Background: an optimization exercise with open tools, aiming at small area and a short achievable clock period. Do not read the settings as production practice. In this exercise RTL edits were held to simulation tests only and were not proved equivalent to the original. Power figures rest on the tool's default switching activity, not on a simulated workload.

==> run a: inputs <==
## quireDotApb
module quireDotApb (
  input  logic        clk,
  input  logic        rst,
  input  logic        psel,
  input  logic        penable,
  input  logic        pwrite,
  input  logic [7:0]  paddr,
  input  logic [31:0] pwdata,
  output logic [31:0] prdata,
  output logic        pready,
  output logic        pslverr
);
==> module qdAccum, before the edit <==
module qdAccum (
  input  logic         clk,
  input  logic         clear,
  input  logic         acc,
  input  logic [47:0]  prod,
  input  logic [7:0]   fill,
  input  logic [7:0]   place,
  input  logic         neg,
  input  logic         termNaR,
  output logic [127:0] quire,
  output logic         quireNaR
);
  logic [127:0] aligned;
  logic [127:0] sum;
  always_comb begin
    aligned = '0;
    for (int j = 0; j < 8; j++) begin
      aligned = aligned | (({80'd0, prod} << (16 * j)) & {128{place[j] & acc}});
    end
    for (int k = 0; k < 8; k++) begin
      aligned[16*k +: 16] = aligned[16*k +: 16] | {16{fill[k] & acc}};
    end
  end
  qdAdd #(.W(128)) add (.a(quire), .b(aligned), .ci(neg & acc), .inv(1'b0), .s(sum));
  always_ff @(posedge clk) begin
    if (clear) begin
      quire <= '0;
      quireNaR <= 1'b0;
    end else begin
      quire <= sum;
      quireNaR <= quireNaR | (termNaR & acc);
    end
  end
endmodule
==> module quireDotApb, before the edit <==
module quireDotApb (
  input  logic        clk,
  input  logic        rst,
  input  logic        psel,
  input  logic        penable,
  input  logic        pwrite,
  input  logic [7:0]  paddr,
  input  logic [31:0] pwdata,
  output logic [31:0] prdata,
  output logic        pready,
  output logic        pslverr
);
  localparam logic [7:0] RegOpA = 8'h00;
  localparam logic [7:0] RegOpB = 8'h04;
  localparam logic [7:0] RegCtrl = 8'h08;
  localparam logic [7:0] RegResult = 8'h0C;
  logic setup;
  logic hitA, hitB, hitC, hitR;
  logic rstQ, clrQ;
  logic wrA, wrB;
  logic accNext;
  logic doAcc;
  logic [15:0] stg;
  logic [15:0] opA, opB;
  logic dNaR, dZero, dSign;
  logic [12:0] dSig;
  logic [6:0] dK;
  logic aNaR, aZero, aSign, bNaR, bZero, bSign;
  logic [12:0] aSig, bSig;
  logic [6:0] aK, bK;
  logic [47:0] prod;
  logic [2:0] shiftHi;
  logic neg, nar;
  logic [47:0] tProd;
  logic [7:0] tPlace;
  logic [7:0] tFill;
  logic [7:0] place, covered;
  logic tNeg, tNaR;
  logic [127:0] quire;
  logic quireNaR;
  logic [15:0] result;
  logic [15:0] rdata;
  logic err;
  assign setup = psel && !penable;
  assign hitA = (paddr == RegOpA);
  assign hitB = (paddr == RegOpB);
  assign hitC = (paddr == RegCtrl);
  assign hitR = (paddr == RegResult);
  always_ff @(posedge clk) begin
    rstQ <= rst;
    clrQ <= rst || (setup && pwrite && hitC && pwdata[0]);
    wrA <= setup && pwrite && hitA;
    wrB <= setup && pwrite && hitB;
    stg <= pwdata[15:0];
  end
  qdDecode dec (.in(stg), .isNaR(dNaR), .isZero(dZero), .sign(dSign), .sig(dSig), .k(dK));
  always_ff @(posedge clk) begin
    if (rstQ) begin
      opA <= '0;
      aNaR <= 1'b0;
      aZero <= 1'b1;
    end else if (wrA) begin
      opA <= stg;
      aNaR <= dNaR;
      aZero <= dZero;
    end
    if (rstQ) begin
      opB <= '0;
      bNaR <= 1'b0;
      bZero <= 1'b1;
    end else if (wrB) begin
      opB <= stg;
      bNaR <= dNaR;
      bZero <= dZero;
    end
    if (wrA) begin
      aSign <= dSign;
      aSig <= dSig;
      aK <= dK;
    end
    if (wrB) begin
      bSign <= dSign;
      bSig <= dSig;
      bK <= dK;
    end
  end
  qdTerm term (
    .aNaR, .aZero, .aSign, .aSig, .aK,
    .bNaR, .bZero, .bSign, .bSig, .bK,
    .hold(rstQ),
    .prod, .shiftHi, .neg, .nar
  );
  assign accNext = setup && pwrite && hitC && pwdata[1];
  assign place = 8'd1 << shiftHi;
  assign covered = place | (place << 1) | (place << 2);
  always_ff @(posedge clk) begin
    tProd <= prod;
    doAcc <= accNext;
    tPlace <= place;
    tFill <= neg ? ~covered : 8'd0;
    tNeg <= neg;
    tNaR <= nar;
  end
  qdAccum accum (
    .clk, .clear(clrQ),
    .acc(doAcc), .prod(tProd), .fill(tFill), .place(tPlace), .neg(tNeg), .termNaR(tNaR),
    .quire, .quireNaR
  );
  qdRound round (.quire, .quireNaR, .result);
  always_ff @(posedge clk) begin
    rdata <= ({16{hitA && !rstQ}} & opA) | ({16{hitB && !rstQ}} & opB) | ({16{hitR && !rstQ}} & result);
    err <= !(hitA || hitB || hitC || hitR) || (pwrite && hitR);
  end
  assign prdata = {16'h0000, rdata};
  assign pready = 1'b1;
  assign pslverr = err;
endmodule
clock: 22.0 ns
lec_check: 0
abc_area: 1
cap_margin: 20
core_margin: 2
core_utilization: 65
place_density: 0.8
slew_margin: 20
standard.sh (not shown) runs the stock make flow with config.mk's settings and CLKGATE_MAP_FILE= SYNTH_SCRIPT=/design/flow/synth_recipe.tcl, a recipe that flattens the netlist after the stock synthesis.
==> flow/flow/run.sh <==
#!/bin/bash
set -euo pipefail
bash standard.sh SETUP_SLACK_MARGIN=16.0 finish > standard.log 2>&1
==> run b (differences from run a) <==
--- a/flow/design.v
+++ b/flow/design.v
@@ -487,3 +487,2 @@
   input  logic         clear,
-  input  logic         acc,
   input  logic [47:0]  prod,
@@ -501,9 +500,9 @@
     for (int j = 0; j < 8; j++) begin
-      aligned = aligned | (({80'd0, prod} << (16 * j)) & {128{place[j] & acc}});
+      aligned = aligned | (({80'd0, prod} << (16 * j)) & {128{place[j]}});
     end
     for (int k = 0; k < 8; k++) begin
-      aligned[16*k +: 16] = aligned[16*k +: 16] | {16{fill[k] & acc}};
+      aligned[16*k +: 16] = aligned[16*k +: 16] | {16{fill[k]}};
     end
   end
-  qdAdd #(.W(128)) add (.a(quire), .b(aligned), .ci(neg & acc), .inv(1'b0), .s(sum));
+  qdAdd #(.W(128)) add (.a(quire), .b(aligned), .ci(neg), .inv(1'b0), .s(sum));
   always_ff @(posedge clk) begin
@@ -514,3 +513,3 @@
       quire <= sum;
-      quireNaR <= quireNaR | (termNaR & acc);
+      quireNaR <= quireNaR | termNaR;
     end
@@ -821,3 +820,2 @@
   logic accNext;
-  logic doAcc;
   logic [15:0] stg;
@@ -897,7 +895,6 @@
     tProd <= prod;
-    doAcc <= accNext;
-    tPlace <= place;
-    tFill <= neg ? ~covered : 8'd0;
-    tNeg <= neg;
-    tNaR <= nar;
+    tPlace <= accNext ? place : 8'd0;
+    tFill <= (accNext && neg) ? ~covered : 8'd0;
+    tNeg <= accNext && neg;
+    tNaR <= accNext && nar;
   end
@@ -905,3 +902,3 @@
     .clk, .clear(clrQ),
-    .acc(doAcc), .prod(tProd), .fill(tFill), .place(tPlace), .neg(tNeg), .termNaR(tNaR),
+    .prod(tProd), .fill(tFill), .place(tPlace), .neg(tNeg), .termNaR(tNaR),
     .quire, .quireNaR
==> flow/flow/run.sh (replaced) <==
#!/bin/bash
set -euo pipefail
bash standard.sh SETUP_SLACK_MARGIN=15.3 finish > standard.log 2>&1
--- a/flow/config.mk
+++ b/flow/config.mk
@@ -10,4 +10,4 @@
 export CORE_MARGIN = 2
-export CORE_UTILIZATION = 65
-export PLACE_DENSITY = 0.8
+export CORE_UTILIZATION = 50
+export PLACE_DENSITY = 0.65
 export SLEW_MARGIN = 20
==> run c (differences from run a) <==
--- a/flow/config.mk
+++ b/flow/config.mk
@@ -10,4 +10,4 @@
 export CORE_MARGIN = 2
-export CORE_UTILIZATION = 65
-export PLACE_DENSITY = 0.8
+export CORE_UTILIZATION = 50
+export PLACE_DENSITY = 0.65
 export SLEW_MARGIN = 20
==> impl_metrics.csv <==
group,metric,value,unit
status,status,"no timing/DRC/antenna violations",
power,combPwrFrac,7.1,%
clock_network,worstSkewPairLatency,580,ps
power,p_switching,0.324,mW
routing,wire_per_inst,17.2,um
sta,layout_setup_ws,15780,ps
layout,multi_input_area_share,62.8,%
sta,holdWs,429,ps
layout,instances_no_fill,5376,
layout,nClkBuffers,54,
routing,drtIter0Drc,2972,
critical_path,cpPeakStageDelay,600,ps
power,p_comb,0.0925,mW
clock_network,postCtsSetupRepairBufs,1,
power,maxPowerGroup,"clock",
layout,nets,4939,
layout,area_growth,6.94,%
yosys,synth_top_area_share,16.8,%
global_route,grt_pass1_wl,146000,um
yosys,synth-seq-cells,304,
(the above is from run b)
==> impl_metrics.csv <==
group,metric,value,unit
status,status,"no timing/DRC/antenna violations",
routing,drtIter0Drc,3042,
yosys,synth_top_area_share,17.0,%
clock_network,htree_levels,2,
clock_network,worstSkewPairLatency,580,ps
layout,multi_input_area_share,62.1,%
critical_path,cpPeakStageDelay,550,ps
power,maxPowerGroup,"clock",
power,p_comb,0.0933,mW
clock_network,postCtsSetupRepairBufs,57,
yosys,synth-seq-cells,305,
global_route,grt_pass1_wl,147000,um
layout,area_growth,10.4,%
layout,instances_no_fill,5366,
power,p_switching,0.332,mW
sta,layout_setup_ws,16050,ps
layout,nets,4975,
layout,nClkBuffers,42,
routing,wire_per_inst,17.6,um
(the above is from run c)
==> impl_metrics.csv <==
group,metric,value,unit
clock_network,postCtsSetupRepairBufs,45,
status,status,"no timing/DRC/antenna violations",
power,maxPowerGroup,"registers",
power,combPwrFrac,7.5,%
layout,nClkBuffers,47,
yosys,synth-seq-cells,305,
sta,holdWs,440,ps
layout,nets,4968,
layout,instances_no_fill,5171,
routing,drtIter0Drc,3618,
power,p_switching,0.307,mW
layout,multi_input_area_share,62.9,%
sta,layout_setup_ws,16120,ps
(the above is from run a)

## re-timing with driven ports
No port has a modelled driver above. Below, the same layouts with a new extraction and two added sets of constraints.
Step 1: set_driving_cell puts a clkbuf_16 on clk and a buf_2 on each other input, an assumption about the parent block.
Step 2 also shifts input and output timing later by t, the mid clock arrival at the registers, as if the neighbouring blocks saw the same clock.
Slacks: ideal ports / drivers / drivers and shift; pairs: ideal ports / drivers.
run | t (ns) | setup WS [ns] | worst hold slack (ns) | worst setup path at the end
run a | 0.603 | 16.116 / 16.086 / 15.552 | 0.440 / 0.440 / 0.440 | input to register
run b | 0.629 | 15.781 / 15.781 / 15.298 | 0.429 / 0.429 / 0.429 | input to register
run c | 0.633 | 16.047 / 16.047 / 15.604 | 0.453 / 0.453 / 0.453 | input to register
After both steps setup and hold are still met in every run listed. For run a, which loses most, drivers alone change the setup slack by -0.030 ns; drivers and shift together by -0.564 ns.
